Background: an optimization exercise with open tools, aiming at small area. Do not read the settings as production practice.
The RTL was checked by simulation tests, not by an equivalence proof against the original design.

==> flow/design.v (excerpt) <==
module direction_to_cube_cross_texel (
  input  logic               clk,
  input  logic               rst,
  input  logic               start,
  output logic               busy,
  input  logic signed [15:0] dir_x,
  input  logic signed [15:0] dir_y,
  input  logic signed [15:0] dir_z,
  input  logic               cfg_we,
  input  logic [10:0]        cfg_wdata,
  output logic               done,
  output logic               hit,
  output logic [2:0]         face,
  output logic [11:0]        texel_col,
  output logic [11:0]        texel_row,
  output logic [23:0]        texel_addr
);
  function automatic logic [15:0] absv(input logic [15:0] d);
    logic [15:0] r;
    logic c;
    c = d[15];
    for (int i = 0; i < 16; i++) begin
      r[i] = d[i] ^ d[15] ^ c;
      c = c & (d[i] ^ d[15]);
    end
    absv = r;
  endfunction
  function automatic logic gev(input logic [15:0] a, input logic [15:0] b);
    logic c;
    c = 1'b1;
    for (int i = 0; i < 16; i++) c = (a[i] & ~b[i]) | (c & (a[i] | ~b[i]));
    gev = c;
  endfunction
  function automatic logic [15:0] divrow(input logic [14:0] r, input logic [15:0] m);
    logic [15:0] a;
    logic [15:0] d;
    logic c;
    logic [14:0] n;
    a = {r, 1'b0};
    c = 1'b1;
    for (int i = 0; i < 16; i++) begin
      d[i] = ~m[i] ^ c;
      c = (a[i] & ~m[i]) | (c & (a[i] | ~m[i]));
    end
    for (int i = 0; i < 15; i++) n[i] = a[i] ^ (c & d[i]);
    divrow = {c, n};
  endfunction
  assign busy = 1'b0;
  logic [10:0] tile;
  always_ff @(posedge clk) begin
  ...
clock: 9.0 ns
lec_check: 0
abc_area: 1
cap_margin: 20
core_margin: 2
core_utilization: 65
place_density: 0.75
slew_margin: 20
run.sh (not shown) runs the stock make flow with config.mk's settings and CLKGATE_MAP_FILE= SYNTH_SCRIPT=/design/flow/synth_recipe.tcl, a recipe that flattens the netlist after the stock synthesis.
The first run finished with timing, DRC and antenna clean.
Next try:
- CORE_UTILIZATION: 65 -> 40
- PLACE_DENSITY: 0.75 -> not set
Worst setup slack gets worse by 100 ps.
Cell area increases slightly.
Flip-flop and latch count does not change.
Core utilization fell by 26 points.
Worst hold slack degrades by 18 ps.

========
## the previous run
direction_to_cube_cross_texel, a different RTL version from the one above (not shown whole).
Size in the first run: about 6900 cells after synthesis, ~370 flip-flops, about 45000 um2 of cells after synthesis.
==> flow/design.v (excerpt) <==
module direction_to_cube_cross_texel (
  input  logic               clk,
  input  logic               rst,
  input  logic               start,
  output logic               busy,
  input  logic signed [15:0] dir_x,
  input  logic signed [15:0] dir_y,
  input  logic signed [15:0] dir_z,
  input  logic               cfg_we,
  input  logic [10:0]        cfg_wdata,
  output logic               done,
  output logic               hit,
  output logic [2:0]         face,
  output logic [11:0]        texel_col,
  output logic [11:0]        texel_row,
  output logic [23:0]        texel_addr
);
clock: 9.0 ns
lec_check: 0
abc_area: 1
cap_margin: 20
core_margin: 2
core_utilization: 40
cts_buf_list: sky130_fd_sc_hd__clkbuf_16
cts_cluster_diameter: 120
cts_cluster_size: 24
slew_margin: 20
Relative to the previous run, the following input files were edited for the current run:
==> flow/flow/run.sh (new file) <==
#!/bin/bash
# The standard layout, except that the input and output port buffers use the smallest buffer cell
# (sky130_fd_sc_hd__buf_1), and after global routing ORFS's power recovery downsizes cells on
# up to 40% of the paths with positive slack.
set -euo pipefail
export BUFFER_PORTS_ARGS="-buffer_cell sky130_fd_sc_hd__buf_1"
export RECOVER_POWER=40
bash standard.sh finish > standard.log 2>&1
==> flow/standard.sh (new file) <==
#!/bin/bash
# synth_recipe.tcl (not shown) runs the flow's synth.tcl, then flattens the netlist and writes it again
# the make line also repeats each setting of config.mk as NAME=value (left out here)
make -C /OpenROAD-flow-scripts/flow DESIGN_CONFIG=/design/flow/config.mk WORK_HOME=/design/flow/orfs CLKGATE_MAP_FILE= SYNTH_SCRIPT=/design/flow/synth_recipe.tcl "${@:-finish}"
removed: flow/run.sh
The previous run completed end to end with timing, DRC and antenna clean. What the final checks of the current run revealed, after a flow that finished every stage, was a layout that fails on max-capacitance violations, max-slew violations. The current run vs the previous run: wire length of the first global-routing pass up in the current run. Per the comparison of the current run with the previous run, critical path depth climbed about 10%, post-place setup slack dropped 0.039 ns, count of max-cap constraint violations climbed 1. The lower area growth from synthesis to layout of the previous run and the current run is in the current run.

========
== the reference run ==
Starting RTL as in the previous note.
==> flow/config.mk <==
export PLATFORM = sky130hd
export DESIGN_NAME = direction_to_cube_cross_texel
export DESIGN_NICKNAME = direction_to_cube_cross_texel
export VERILOG_FILES = /design/flow/design.v
export SDC_FILE = /design/flow/constraint.sdc
export NUM_CORES = 4
export LEC_CHECK = 0
export ABC_AREA = 1
export CAP_MARGIN = 0
export CORE_MARGIN = 2
export CORE_UTILIZATION = 40
export CTS_BUF_LIST = sky130_fd_sc_hd__clkbuf_16
export CTS_CLUSTER_DIAMETER = 120
export CTS_CLUSTER_SIZE = 24
export SLEW_MARGIN = 0
==> flow/constraint.sdc <==
create_clock -name core_clock -period 9.0 [get_ports {clk}]
set_input_delay 1.8000 -clock core_clock [delete_from_list [all_inputs] [get_ports {clk}]]
set_output_delay 1.8000 -clock core_clock [all_outputs]
set_load 0.01 [all_outputs]
standard.sh (not shown) runs the stock make flow with config.mk's settings and CLKGATE_MAP_FILE= SYNTH_SCRIPT=/design/flow/synth_recipe.tcl, a recipe that flattens the netlist after the stock synthesis.
==> flow/flow/run.sh <==
#!/bin/bash
# The standard layout, except that the input and output port buffers use the smallest buffer cell
# (sky130_fd_sc_hd__buf_1) instead of the one buffer_ports picks by default.
set -euo pipefail
export BUFFER_PORTS_ARGS="-buffer_cell sky130_fd_sc_hd__buf_1"
bash standard.sh finish > standard.log 2>&1
Here is what was changed in the inputs of the trial run compared with the reference run.
Settings: changing CAP_MARGIN from 0 to 20; setting PLACE_DENSITY to 0.8 for the first time; changing SLEW_MARGIN from 0 to 20.
## What came out
The trial run went all the way through the flow, and no timing, DRC or antenna check failed. After detailed routing, the reference run needs more wire than the trial run. Against the reference run, the trial run reports a largest fanout of any net on the critical path that is lower. When the final numbers for the trial run and the reference run were put side by side, the design area turned out to be smaller in the trial run. The trial run: required time at the worst-slack endpoint is 2.23 ns higher than what the reference run reported. Going from the reference run to the trial run, first-pass GRT wire length decreased by 5.7 mm relative to the old numbers; setup slack decreased by 0.10 ns relative to the old numbers; ratio of final minimum period to clock period increased by 1.1 points relative to the old numbers.

========
== run 1 ==
direction_to_cube_cross_texel again, from the RTL that the note above started with.
clock: 9.0 ns
lec_check: 0
abc_area: 1
cap_margin: 20
core_margin: 2
core_utilization: 40
cts_buf_list: sky130_fd_sc_hd__clkbuf_16
cts_cluster_diameter: 120
cts_cluster_size: 24
gpl_timing_driven: 0
slew_margin: 20
Scripts as last shown in full above: flow/flow/run.sh
Inputs modified between run 1 and run 2:
-- flow/config.mk --
<<< run 1, line 13
export CTS_CLUSTER_DIAMETER = 120
export CTS_CLUSTER_SIZE = 24
export GPL_TIMING_DRIVEN = 0
export SLEW_MARGIN = 20
>>> run 2, line 13
export CTS_CLUSTER_DIAMETER = 120
export CTS_CLUSTER_SIZE = 24
export PLACE_DENSITY = 0.7
export SLEW_MARGIN = 20
==> run summary <==
All of run 2 and run 1 finish clean. Of the two values seen for timing endpoint of the critical path, rc_s1[12] was produced by run 1 and texel_addr[23] by run 2. Final standard cell area without fillers: run 2 better than run 1. Run 2 improves on run 1 in post-place setup slack. On fraction of met2 tracks used by global routing: run 2 sits below run 1. Diff run 2..run 1 | count of pins over their slew limit | unchanged. The via count of the first global-routing pass reported for run 2 is greater than that of run 1 by 337. Run 2 against run 1; TritonCTS buffer count is down by a little under 10%. The core of run 2 is less densely filled than that of run 1.
[inputs] run 3 vs run 2
==> flow/flow/run.sh <==
#!/bin/bash
# The standard layout, with two area settings: the port buffers use the smallest buffer cell, and
# after global routing cells on paths with positive slack are downsized (ORFS's power recovery).
set -euo pipefail
export BUFFER_PORTS_ARGS="-buffer_cell sky130_fd_sc_hd__buf_1"
export RECOVER_POWER=100
bash standard.sh finish > standard.log 2>&1
-- flow/config.mk --
<<< run 2, line 10
export CORE_MARGIN = 2
export CORE_UTILIZATION = 40
export CTS_BUF_LIST = sky130_fd_sc_hd__clkbuf_16
export CTS_CLUSTER_DIAMETER = 120
export CTS_CLUSTER_SIZE = 24
export PLACE_DENSITY = 0.7
export SLEW_MARGIN = 20
>>> run 3, line 10
export CORE_MARGIN = 2
export CORE_UTILIZATION = 40
export SLEW_MARGIN = 20
[compare] base=run 2 new=run 3: final routed wirelength across all metal layers increased about 1.3%, layout buffering overhead excluding clock cells essentially unchanged.
Run 3 -> run 2: placed instance area flat
The sole clean run among run 2 and run 3 is run 2.
In the reports for run 2 and run 3, the smaller detailed-routed wire length on met2 belongs to run 2.
The final reports for run 3 and run 2 show ratio of routed vias to standard cells lower in the former.
In the final design statistics, run 3 uses more standard cells in total than run 2.
Diff run 2..run 3 | setup-violating endpoint count in the final report | unchanged
Here is what was changed in the inputs of run 4 compared with run 3.
==> flow/run.sh (new file) <==
#!/bin/bash
# synth_recipe.tcl (not shown) runs the flow's synth.tcl, then flattens the netlist and writes it again
# the make line also repeats each setting of config.mk as NAME=value (left out here)
make -C /OpenROAD-flow-scripts/flow DESIGN_CONFIG=/design/flow/config.mk WORK_HOME=/design/flow/orfs CLKGATE_MAP_FILE= SYNTH_SCRIPT=/design/flow/synth_recipe.tcl finish
removed: flow/flow/run.sh
removed: flow/standard.sh
## What came out
Every stage of the flow completed for run 4, and the final layout passed the timing, design-rule and antenna checks. Taking run 3 as the reference point, the register-to-register path setup slack of run 4 falls by 0.19 ns. Run 4 — data required time at the worst endpoint 2.28 ns lower, run 3 as reference. Finished layout cell area: run 4 vs run 3 up about 2.5%. For run 4, the highest signal layer in the routed design was met4, unlike run 3, where it was met5.

## re-timing with driven ports
Ports are ideal in the flow. The routed layouts listed here were re-timed in OpenROAD. Step 1 assumes that a clkbuf_16 drives the clock port and a buf_2 every other input. Step 2 adds t to the input delays and takes it off the output delays; t is the mean of the earliest and latest rising clock arrival at the registers after step 1. Input paths then give back, and output paths get back, about the clock's delay inside the block. a / b / c = ideal / step 1 / step 2; a / b = the first two.
run | shift t [ns] | slack for setup (ns) | hold WS [ns] | clock arrival spread, ns
the first run of note 1 | 0.657 | 0.722 / 0.652 / 0.349 | 0.314 / 0.314 / 0.314 | 0.037 / 0.036
the second run of note 1 | 0.660 | 0.618 / 0.555 / 0.698 | 0.296 / 0.296 / 0.296 | 0.046 / 0.046
the previous run | 0.655 | 0.542 / 0.467 / 0.446 | 0.324 / 0.324 / 0.324 | 0.037 / 0.037
the current run | 0.635 | 0.783 / 0.717 / 0.593 | 0.326 / 0.326 / 0.326 | 0.030 / 0.030
the reference run | 0.636 | 0.802 / 0.736 / 0.601 | 0.326 / 0.326 / 0.326 | 0.026 / 0.026
the trial run | 0.651 | 0.699 / 0.683 / 0.586 | 0.332 / 0.332 / 0.332 | 0.041 / 0.041
run 1 | 0.658 | 0.380 / 0.415 / -0.243 | 0.324 / 0.324 / 0.324 | 0.025 / 0.026
run 2 | 0.647 | 0.769 / 0.693 / 0.650 | 0.316 / 0.316 / 0.316 | 0.041 / 0.041
run 3 | 0.652 | 0.481 / 0.522 / -0.130 | 0.323 / 0.323 / 0.323 | 0.033 / 0.032
run 4 | 0.679 | 0.541 / 0.467 / 0.442 | 0.323 / 0.323 / 0.323 | 0.058 / 0.059
The setup slack of run 1, which loses most, moves by +0.035 ns with the drivers and by -0.623 ns with both steps.
